From an optimization exercise on the open Yosys and OpenROAD flow, aimed at small area, a short achievable clock period and few clock cycles per item; shortcuts taken in it are not production practice.
At most, simulation tests tie the RTL to the original design; equivalence was not proved.
No activity file was given, so power comes from the tool's default toggle rates.

==> flow/design.v <==
module base58_encoder #(
    parameter int MAX_LEN = 32,
    parameter int K       = 4
) (
    input  logic       i_clk,
    input  logic       i_rst_n,
    input  logic       i_valid,
    output logic       o_stall,
    input  logic [7:0] i_data_byte,
    input  logic       i_last_byte,
    output logic       o_valid,
    input  logic       i_stall,
    output logic [6:0] o_out_char,
    output logic       o_last_char,
    output logic       o_too_long
);
    localparam int ND    = 44;           
    localparam int STEPS = 8 / K;
    logic       r_full;
    logic [7:0] r_byte;
    logic       r_last;
    logic [5:0] f_cnt;       
    logic       f_ovf;       
    logic       f_inlz;      
    logic [5:0] f_lz;        
    logic       f_done;      
    logic [7:0] s_byte;
    logic       s_busy;
    logic [2:0] s_step;
    logic       clr;         
    logic [5:0] d [ND];
    logic       out_mode;    
    logic       o_err;
    logic       o_zero;
    logic [5:0] o_lz;
    logic [5:0] o_p;
    logic       b_v;         
    logic [5:0] b_dig;
    logic       b_last;
    logic       b_err;
    logic       r_ov;        
    logic [6:0] r_ch;
    logic       r_lc;
    logic       r_er;
    logic       conv;
    logic       s_free;
    logic       take;
    logic       sig_byte;
    logic       ovf_new;
    logic       accept;
    logic       start_out;
    logic       adv;
    logic       p_last;
    assign o_stall = r_full;
    assign accept  = i_valid && !r_full;
    assign conv      = s_busy && !out_mode;
    assign s_free    = !s_busy || (conv && s_step == 3'(STEPS - 1));
    assign take      = r_full && !f_done && s_free;
    assign ovf_new   = f_ovf || (f_cnt == 6'(MAX_LEN));
    assign sig_byte  = !ovf_new && !(f_inlz && r_byte == 8'd0);
    assign start_out = !out_mode && f_done && !s_busy;
    assign adv       = !i_stall;
    function automatic logic [6:0] dstep(input logic [5:0] v, input logic cin);
        logic c, k1, k2, k3;
        c  = v[5] | (v[4] & v[3] & v[2] & (v[1] | v[0]));
        k1 = c & (v[1] | v[0]);
        k2 = v[2] & k1;
        k3 = v[3] & k2;
        dstep = {c, v[4] ^ k3, v[3] ^ k2, v[2] ^ k1, v[1] ^ (c & ~v[0]), v[0] ^ c, cin};
    endfunction
    logic [5:0] dn [ND];
    logic       cy [ND];
    logic [6:0] t;
    always_comb begin
        for (int i = 0; i < ND; i++) dn[i] = clr ? 6'd0 : d[i];
        for (int l = 0; l < K; l++) begin
            for (int i = 0; i < ND; i++) begin
                t = dstep(dn[i], 1'b0);
                cy[i] = t[6];
            end
            for (int i = 0; i < ND; i++) begin
                t = dstep(dn[i], (i == 0) ? s_byte[7 - l] : cy[i - 1]);
                dn[i] = t[5:0];
            end
        end
    end
    always_ff @(posedge i_clk) begin
        if (conv) begin
            for (int i = 0; i < ND; i++) d[i] <= dn[i];
        end
    end
    logic [5:0] top;
    always_comb begin
        top = '0;
        for (int i = 0; i < ND; i++) if (d[i] != 6'd0) top = 6'(i);
    end
    logic [5:0] m1 [12];
    logic [5:0] m2 [3];
    logic [5:0] dsel;
    always_comb begin
        for (int g = 0; g < 12; g++) begin
            case (o_p[1:0])
                2'd0:    m1[g] = d[4*g];
                2'd1:    m1[g] = (4*g+1 < ND) ? d[(4*g+1) % ND] : 6'd0;
                2'd2:    m1[g] = (4*g+2 < ND) ? d[(4*g+2) % ND] : 6'd0;
                default: m1[g] = (4*g+3 < ND) ? d[(4*g+3) % ND] : 6'd0;
            endcase
        end
        for (int g = 0; g < 3; g++) begin
            case (o_p[3:2])
                2'd0:    m2[g] = m1[4*g];
                2'd1:    m2[g] = m1[4*g+1];
                2'd2:    m2[g] = m1[4*g+2];
                default: m2[g] = m1[4*g+3];
            endcase
        end
        case (o_p[5:4])
            2'd0:    dsel = m2[0];
            2'd1:    dsel = m2[1];
            default: dsel = m2[2];
        endcase
    end
    function automatic logic [6:0] b58_char(input logic [5:0] v);
        if (v < 6'd9)       b58_char = 7'h31 + {1'b0, v};
        else if (v < 6'd17) b58_char = 7'h41 + ({1'b0, v} - 7'd9);
        else if (v < 6'd22) b58_char = 7'h4A + ({1'b0, v} - 7'd17);
        else if (v < 6'd33) b58_char = 7'h50 + ({1'b0, v} - 7'd22);
        else if (v < 6'd44) b58_char = 7'h61 + ({1'b0, v} - 7'd33);
        else                b58_char = 7'h6D + ({1'b0, v} - 7'd44);
    endfunction
    assign p_last = o_err || ((o_lz != '0) ? (o_lz == 6'd1 && o_zero) : (o_p == '0));
    always_ff @(posedge i_clk) begin
        if (!i_rst_n) begin
            r_full   <= 1'b0;
            f_cnt    <= '0;
            f_ovf    <= 1'b0;
            f_inlz   <= 1'b1;
            f_lz     <= '0;
            f_done   <= 1'b0;
            s_busy   <= 1'b0;
            s_step   <= '0;
            clr      <= 1'b1;
            out_mode <= 1'b0;
            b_v      <= 1'b0;
            r_ov     <= 1'b0;
        end else begin
            if (accept) begin
                r_full <= 1'b1;
            end else if (take) begin
                r_full <= 1'b0;
            end
            if (conv) begin
                clr    <= 1'b0;
                s_step <= s_step + 1'b1;
                if (s_step == 3'(STEPS - 1)) begin
                    s_busy <= 1'b0;
                    s_step <= '0;
                end
            end
            if (take) begin
                if (!f_ovf) f_cnt <= f_cnt + 1'b1;
                f_ovf <= ovf_new;
                if (!ovf_new) begin
                    if (f_inlz && r_byte == 8'd0) f_lz <= f_lz + 1'b1;
                    else f_inlz <= 1'b0;
                end
                if (sig_byte) begin
                    s_busy <= 1'b1;
                    s_step <= '0;
                end
                if (r_last) f_done <= 1'b1;
            end
            if (start_out) begin
                out_mode <= 1'b1;
                f_cnt    <= '0;
                f_ovf    <= 1'b0;
                f_inlz   <= 1'b1;
                f_lz     <= '0;
                f_done   <= 1'b0;
            end
            if (adv) begin
                b_v  <= out_mode;
                r_ov <= b_v;
                if (out_mode && p_last) begin
                    out_mode <= 1'b0;
                    clr      <= 1'b1;
                end
            end
        end
    end
    always_ff @(posedge i_clk) begin
        if (accept) begin
            r_byte <= i_data_byte;
            r_last <= i_last_byte;
        end
        if (take && sig_byte) begin
            s_byte <= r_byte;
        end else if (conv) begin
            s_byte <= s_byte << K;
        end
        if (start_out) begin
            o_err  <= f_ovf;
            o_zero <= clr;
            o_lz   <= f_lz;
            o_p    <= top;
        end
        if (adv) begin
            if (out_mode) begin
                b_last <= p_last;
                b_err  <= o_err;
                if (o_lz != '0) begin
                    b_dig <= 6'd0;
                    o_lz  <= o_lz - 1'b1;
                end else begin
                    b_dig <= dsel;
                    o_p   <= o_p - 1'b1;
                end
            end
            r_ch <= b_err ? 7'h00 : b58_char(b_dig);
            r_lc <= b_last;
            r_er <= b_err;
        end
    end
    assign o_valid     = r_ov;
    assign o_out_char  = r_ch;
    assign o_last_char = r_lc;
    assign o_too_long  = r_er;
endmodule
Settings: LEC_CHECK=0, CAP_MARGIN=20, CORE_MARGIN=2, CORE_UTILIZATION=40, PLACE_DENSITY=0.6, SLEW_MARGIN=20; clock period 9.0 ns.
run.sh (not shown) runs the stock make flow with config.mk's settings and CLKGATE_MAP_FILE= SYNTH_SCRIPT=/design/flow/synth_recipe.tcl, a recipe that flattens the netlist after the stock synthesis.
==> next run, changes <==
--- a/flow/design.v
+++ b/flow/design.v
@@ -1,7 +1,7 @@
 module base58_encoder #(
     parameter int MAX_LEN = 32,
-    parameter int K       = 4
+    parameter int K       = 1
 ) (
     input  logic       i_clk,
     input  logic       i_rst_n,
     input  logic       i_valid,
What happened: The changed run finished clean; power drops by about 19%; cell count drops by about 40%; register-to-register slack gains 2900 ps; design area drops by about 35%; global-route usage drops by 1.4 points.
No functional check of the RTL was part of any run of this note.

* * *

Another version of the RTL of base58_encoder (not shown whole).
Size: ~4000 cells after synthesis, about 390 flip-flops.
make LEC_CHECK=0 CAP_MARGIN=20 CORE_MARGIN=2 CORE_UTILIZATION=40 PLACE_DENSITY=0.6 SLEW_MARGIN=20 finish   # period 9.0 ns
Next try:
--- a/flow/design.v
+++ b/flow/design.v
@@ -1,12 +1,12 @@
 module base58_encoder #(
     parameter int MAX_LEN = 32,
-    parameter int K       = 4
+    parameter int K       = 2
 ) (
     input  logic       i_clk,
     input  logic       i_rst_n,
     input  logic       i_valid,
     output logic       o_stall,
     input  logic [7:0] i_data_byte,
     input  logic       i_last_byte,
     output logic       o_valid,
     input  logic       i_stall,
After rerunning: Clock skew came out lower by 0.0066 ns. Routed wire length drops by 34%. Via count falls by 34%. Register-to-register slack improves by 1.8 ns. Critical path depth drops by 13. Final area goes down by 26%. Total power shrinks by 10%. Combinational power decreases by 34%. Non-clock buffer count fell by 10. Sequential share of layout area increases by 9.5 points. First-iteration DRC count went down by 33%. Flip-flop and latch count does not change. Count of clock-buffer cells in the layout fell by 8. Synthesized area decreases by 27%.
Testbench counts after the change, summed over its fixed seeds: cycles 16,772, bytes 3,974.
No functional check of the RTL was part of the first run of this note.

* * *

== run a ==
Another version of the RTL of base58_encoder (not shown whole).
Size in the first run: ~2,700 cells after synthesis, ~410 flip-flops, about 24 I/O pins, roughly 28,000 um2 of cells after synthesis.
clock: 9.0 ns
lec_check: 0
cap_margin: 20
core_margin: 2
core_utilization: 40
place_density: 0.6
slew_margin: 20
Testbench counts of run a, summed over its fixed seeds: cycles 16,611, bytes 3,974.
Input-level comparison between run b and run a:
-- flow/design.v --
<<< run a, line 48
    logic       r_er;
    logic       conv;
    logic       s_free;
    logic       take;
>>> run b, line 48
    logic       r_er;
    logic       conv;
    logic       first;       
    logic       s_free;
    logic       take;
<<< run a, line 61
    logic room;
    assign conv      = s_busy && room;
    assign s_free    = !s_busy || (conv && s_step == 3'(STEPS - 1));
    assign take      = r_full && (!f_done || start_out) && s_free;
    logic [5:0] e_cnt;
>>> run b, line 62
    logic room;
    assign conv      = s_busy && room;
    assign first     = (c_n == 6'd0);
    assign s_free    = !s_busy || (conv && (s_step == 3'(STEPS - 1) || first));
    assign take      = r_full && (!f_done || start_out) && s_free;
    logic [5:0] e_cnt;
<<< run a, line 80
    always_comb begin
        for (int i = 0; i < ND; i++) begin
            if (c_dg[i * NG / ND]) cn[i] = ((i == ND - 1) ? 1'b1 : cl[(i + 1) % ND]);
            else                   cn[i] = ((i == 0)      ? 1'b1 : cl[(i + ND - 1) % ND]);
        end
    end
>>> run b, line 82
    always_comb begin
        for (int i = 0; i < ND; i++) begin
            if (c_dg[i * NG / ND]) cn[i] = (i >= ND - 2 && first) || ((i == ND - 1) ? 1'b1 : cl[(i + 1) % ND]);
            else                   cn[i] = (i <= 1 && first)      || ((i == 0)      ? 1'b1 : cl[(i + ND - 1) % ND]);
        end
    end
<<< run a, line 91
    end
    function automatic logic [6:0] dstep(input logic [5:0] v, input logic cin);
        logic c, k1, k2, k3;
        c  = v[5] | (v[4] & v[3] & v[2] & (v[1] | v[0]));
        k1 = c & (v[1] | v[0]);
        k2 = v[2] & k1;
        k3 = v[3] & k2;
        dstep = {c, v[4] ^ k3, v[3] ^ k2, v[2] ^ k1, v[1] ^ (c & ~v[0]), v[0] ^ c, cin};
    endfunction
    logic [5:0] dn [ND];
>>> run b, line 93
    end
    function automatic logic [6:0] dstep(input logic [5:0] v, input logic cin);
        logic p1, p2, p3, c;
        p1 = v[1] | v[0];
        p2 = v[2] & p1;
        p3 = v[3] & p2;
        c  = v[5] | (v[4] & p3);
        dstep = {c, v[4] ^ (c & p3), v[3] ^ (c & p2), v[2] ^ (c & p1),
                 v[1] ^ (c & ~v[0]), v[0] ^ c, cin};
    endfunction
    logic [5:0] dn [ND];
<<< run a, line 117
        end
    end
    always_ff @(posedge i_clk) begin
        for (int i = 0; i < ND; i++) begin
            if (conv && cn[i]) d[i] <= dn[i];
        end
    end
>>> run b, line 120
        end
    end
    logic [2:0] fq;
    logic [5:0] fr;
    always_comb begin
        if (s_byte >= 8'd232)      fq = 3'd4;
        else if (s_byte >= 8'd174) fq = 3'd3;
        else if (s_byte >= 8'd116) fq = 3'd2;
        else if (s_byte >= 8'd58)  fq = 3'd1;
        else                       fq = 3'd0;
        fr = 6'(s_byte - 8'(fq) * 8'd58);
    end
    logic [5:0] dw [ND];
    always_comb begin
        for (int i = 0; i < ND; i++) dw[i] = dn[i];
        if (first) begin
            if (c_dn) begin
                dw[ND - 1] = fr;
                dw[ND - 2] = {3'd0, fq};
            end else begin
                dw[0] = fr;
                dw[1] = {3'd0, fq};
            end
        end
    end
    always_ff @(posedge i_clk) begin
        for (int i = 0; i < ND; i++) begin
            if (conv && cn[i]) d[i] <= dw[i];
        end
    end
<<< run a, line 189
            room <= !out_mode || (pa && p_last) ||
                    (6'(c_n + 6'd1) < (c_dn ? 6'(ND - 1) - o_p : o_p));
            if (start_out) room <= c_dn ? !(cl[0] && d[0] != 6'd0)
                                        : !(cl[ND - 1] && d[ND - 1] != 6'd0);
            if (accept) begin
                r_full <= 1'b1;
>>> run b, line 215
            room <= !out_mode || (pa && p_last) ||
                    (6'(c_n + 6'd1) < (c_dn ? 6'(ND - 1) - o_p : o_p));
            if (start_out) room <= c_dn ? !((cl[0] && d[0] != 6'd0) || (cl[1] && d[1] != 6'd0))
                                        : !((cl[ND - 1] && d[ND - 1] != 6'd0) || (cl[ND - 2] && d[ND - 2] != 6'd0));
            if (accept) begin
                r_full <= 1'b1;
<<< run a, line 197
            end
            if (conv) begin
                if (c_n != 6'(ND)) c_n <= c_n + 1'b1;
                s_step <= s_step + 1'b1;
                if (s_step == 3'(STEPS - 1)) begin
                    s_busy <= 1'b0;
                    s_step <= '0;
>>> run b, line 223
            end
            if (conv) begin
                if (first)              c_n <= 6'd2;
                else if (c_n != 6'(ND)) c_n <= c_n + 1'b1;
                s_step <= s_step + 1'b1;
                if (s_step == 3'(STEPS - 1) || first) begin
                    s_busy <= 1'b0;
                    s_step <= '0;
Findings:
Run b vs. run a: number of non-clock inverters in the layout went up by 15. Final instance area delta for run b relative to run a: about 9% higher. Diff run a -> run b | sequential power | down slightly. Looking at timing-limited maximum frequency, run b sits 0.0044 GHz higher than run a does. Y dimension of the die sits higher in run b than in run a. Re post-synthesis area per instance: run b is about 14% down on run a. Diff run b..run a | number of synthesized register bits | unchanged. Run b against run a: sequential share of power increased 1.3 points; layout overhead on the synthesized area decreased 1.1 points. Run b reached the end of the flow, and the finished layout is clean on the timing, DRC and antenna checks. Run a has higher portion of the post-synthesis area used by sequential elements than run b. Delta (run b minus run a): combinational group share of total power decreased 5.8 points, total length of routed met3 wires increased 30%.
Only the layout flow was run in run b; the RTL was not checked for function there.

* * *

base58_encoder, a different RTL version from the one above (not shown whole).
Size: ~24 I/O pins, about 36000 um^2 of cells after synthesis.
==> module base58_encoder, before the edit <==
module base58_encoder #(
    parameter int MAX_LEN = 32,
    parameter int K       = 4
) (
    input  logic       i_clk,
    input  logic       i_rst_n,
    input  logic       i_valid,
    output logic       o_stall,
    input  logic [7:0] i_data_byte,
    input  logic       i_last_byte,
    output logic       o_valid,
    input  logic       i_stall,
    output logic [6:0] o_out_char,
    output logic       o_last_char,
    output logic       o_too_long
);
    localparam int ND    = 44;           
    localparam int STEPS = 8 / K;
    logic       r_full;
    logic [7:0] r_byte;
    logic       r_last;
    logic [5:0] f_cnt;       
    logic       f_ovf;       
    logic       f_inlz;      
    logic [5:0] f_lz;        
    logic       f_done;      
    logic [7:0] s_byte;
    logic       s_busy;
    logic [2:0] s_step;
    logic       clr;         
    logic [5:0] d [ND];
    logic       out_mode;
    logic       o_err;
    logic       o_zero;
    logic [5:0] o_lz;
    logic [5:0] o_p;
    logic       r_ov;
    logic [6:0] r_ch;
    logic       r_lc;
    logic       r_er;
    logic       conv;
    logic       s_free;
    logic       take;
    logic       sig_byte;
    logic       ovf_new;
    logic       accept;
    logic       start_out;
    logic       adv;
    assign o_stall = r_full;
    assign accept  = i_valid && !r_full;
    assign conv     = s_busy && !out_mode;
    assign s_free   = !s_busy || (conv && s_step == 3'(STEPS - 1));
    assign take     = r_full && !f_done && s_free;
    assign ovf_new  = f_ovf || (f_cnt == 6'(MAX_LEN));
    assign sig_byte = !ovf_new && !(f_inlz && r_byte == 8'd0);
    assign start_out = !out_mode && f_done && !s_busy;
    assign adv      = !i_stall;
    logic [5:0] dn [ND];
    logic       cy [ND];
    always_comb begin
        for (int i = 0; i < ND; i++) dn[i] = clr ? 6'd0 : d[i];
        for (int l = 0; l < K; l++) begin
            for (int i = 0; i < ND; i++) cy[i] = (dn[i] >= 6'd29);
            for (int i = 0; i < ND; i++) begin
                dn[i] = {dn[i][4:0], (i == 0) ? s_byte[7 - l] : cy[i - 1]}
                      + (cy[i] ? 6'd6 : 6'd0);
            end
        end
    end
    always_ff @(posedge i_clk) begin
        if (conv) begin
            for (int i = 0; i < ND; i++) d[i] <= dn[i];
        end
    end
    logic [5:0] top;
    always_comb begin
        top = '0;
        for (int i = 0; i < ND; i++) if (d[i] != 6'd0) top = 6'(i);
    end
    function automatic logic [6:0] b58_char(input logic [5:0] v);
        if (v < 6'd9)       b58_char = 7'h31 + {1'b0, v};
        else if (v < 6'd17) b58_char = 7'h41 + ({1'b0, v} - 7'd9);
        else if (v < 6'd22) b58_char = 7'h4A + ({1'b0, v} - 7'd17);
        else if (v < 6'd33) b58_char = 7'h50 + ({1'b0, v} - 7'd22);
        else if (v < 6'd44) b58_char = 7'h61 + ({1'b0, v} - 7'd33);
        else                b58_char = 7'h6D + ({1'b0, v} - 7'd44);
    endfunction
    logic [5:0] dsel;
    assign dsel = d[o_p];
    always_ff @(posedge i_clk) begin
        if (!i_rst_n) begin
            r_full   <= 1'b0;
            f_cnt    <= '0;
            f_ovf    <= 1'b0;
            f_inlz   <= 1'b1;
            f_lz     <= '0;
            f_done   <= 1'b0;
            s_busy   <= 1'b0;
            s_step   <= '0;
            clr      <= 1'b1;
            out_mode <= 1'b0;
            r_ov     <= 1'b0;
        end else begin
            if (accept) begin
                r_full <= 1'b1;
            end else if (take) begin
                r_full <= 1'b0;
            end
            if (conv) begin
                clr    <= 1'b0;
                s_step <= s_step + 1'b1;
                if (s_step == 3'(STEPS - 1)) begin
                    s_busy <= 1'b0;
                    s_step <= '0;
                end
            end
            if (take) begin
                if (!f_ovf) f_cnt <= f_cnt + 1'b1;
                f_ovf <= ovf_new;
                if (!ovf_new) begin
                    if (f_inlz && r_byte == 8'd0) f_lz <= f_lz + 1'b1;
                    else f_inlz <= 1'b0;
                end
                if (sig_byte) begin
                    s_busy <= 1'b1;
                    s_step <= '0;
                end
                if (r_last) f_done <= 1'b1;
            end
            if (start_out) begin
                out_mode <= 1'b1;
                f_cnt    <= '0;
                f_ovf    <= 1'b0;
                f_inlz   <= 1'b1;
                f_lz     <= '0;
                f_done   <= 1'b0;
            end
            if (adv) begin
                r_ov <= 1'b0;
                if (out_mode) begin
                    r_ov <= 1'b1;
                    if (o_err) begin
                        out_mode <= 1'b0;
                        clr      <= 1'b1;
                    end else if (o_lz != '0) begin
                        if (o_lz == 6'd1 && o_zero) begin
                            out_mode <= 1'b0;
                            clr      <= 1'b1;
                        end
                    end else begin
                        if (o_p == '0) begin
                            out_mode <= 1'b0;
                            clr      <= 1'b1;
                        end
                    end
                end
            end
        end
    end
    always_ff @(posedge i_clk) begin
        if (accept) begin
            r_byte <= i_data_byte;
            r_last <= i_last_byte;
        end
        if (take && sig_byte) begin
            s_byte <= r_byte;
        end else if (conv) begin
            s_byte <= s_byte << K;
        end
        if (start_out) begin
            o_err  <= f_ovf;
            o_zero <= clr;
            o_lz   <= f_lz;
            o_p    <= top;
        end
        if (adv && out_mode) begin
            if (o_err) begin
                r_ch <= 7'h00;
                r_lc <= 1'b1;
                r_er <= 1'b1;
            end else if (o_lz != '0) begin
                r_ch <= 7'h31;
                r_lc <= (o_lz == 6'd1) && o_zero;
                r_er <= 1'b0;
                o_lz <= o_lz - 1'b1;
            end else begin
                r_ch <= b58_char(dsel);
                r_lc <= (o_p == '0);
                r_er <= 1'b0;
                o_p  <= o_p - 1'b1;
            end
        end
    end
    assign o_valid     = r_ov;
    assign o_out_char  = r_ch;
    assign o_last_char = r_lc;
    assign o_too_long  = r_er;
endmodule
clock: 9.0 ns
lec_check: 0
cap_margin: 20
core_margin: 2
core_utilization: 40
place_density: 0.6
slew_margin: 20
Change:
--- a/flow/design.v
+++ b/flow/design.v
@@ -1,7 +1,7 @@
 module base58_encoder #(
     parameter int MAX_LEN = 32,
-    parameter int K       = 4
+    parameter int K       = 2
 ) (
     input  logic       i_clk,
     input  logic       i_rst_n,
     input  logic       i_valid,
Outcome: The changed run finished clean; routed wire length is lower by 16%; clock-buffer cell count drops by 6; combinational power is lower by 26%; worst setup slack improved by 2.2 ns; power fell by 12%; global-route usage climbs by 3.2 points; worst hold slack gets better by 0.012 ns; synthesized area is lower by 27%; design area came out lower by 26%; sequential share of layout area came out higher by 8.7 points; maximum frequency rises by 41%; die area went down by 27%.
Function was not checked in any run of this note: the RTL went through the layout flow alone.

port drivers added, routing unchanged:
How much do the figures lean on ideal ports? The routed layouts below were timed once more, with nothing changed but the port constraints. Step 1 sets driving cells, clkbuf_16 on the clock port and buf_2 on the other inputs (assumed; they add their load-dependent delay and slew). Step 2 also shifts input and output timing later by t, the mid clock arrival at the registers, as if the neighbouring blocks saw the same clock. Three values: no drivers, after step 1, after step 2; two values: the first two.
| run | shift t [ns] | slack for setup (ns) | worst setup path at the end | cell pins on the clock port's net |
|---|---|---|---|---|
| the first run of note 1 | 0.640 | 3.028 / 3.028 / 3.028 | register to register | 1 |
| the second run of note 1 | 0.607 | 5.457 / 5.490 / 4.883 | input to register | 1 |
| the first run of note 2 | 0.716 | 3.446 / 3.446 / 3.446 | register to register | 1 |
| the second run of note 2 | 0.655 | 5.176 / 5.210 / 4.557 | input to register | 1 |
| run a | 0.645 | 5.259 / 5.259 / 5.203 | input to register | 1 |
| run b | 0.684 | 5.319 / 5.319 / 4.908 | input to register | 1 |
| the first run of note 4 | 0.667 | 1.599 / 1.599 / 1.599 | register to register | 1 |
| the second run of note 4 | 0.657 | 3.754 / 3.754 / 3.754 | register to register | 1 |
After both steps setup and hold are still met in every run listed. The setup slack of the second run of note 2, which loses most, moves by +0.034 ns with the drivers and by -0.619 ns with both steps.
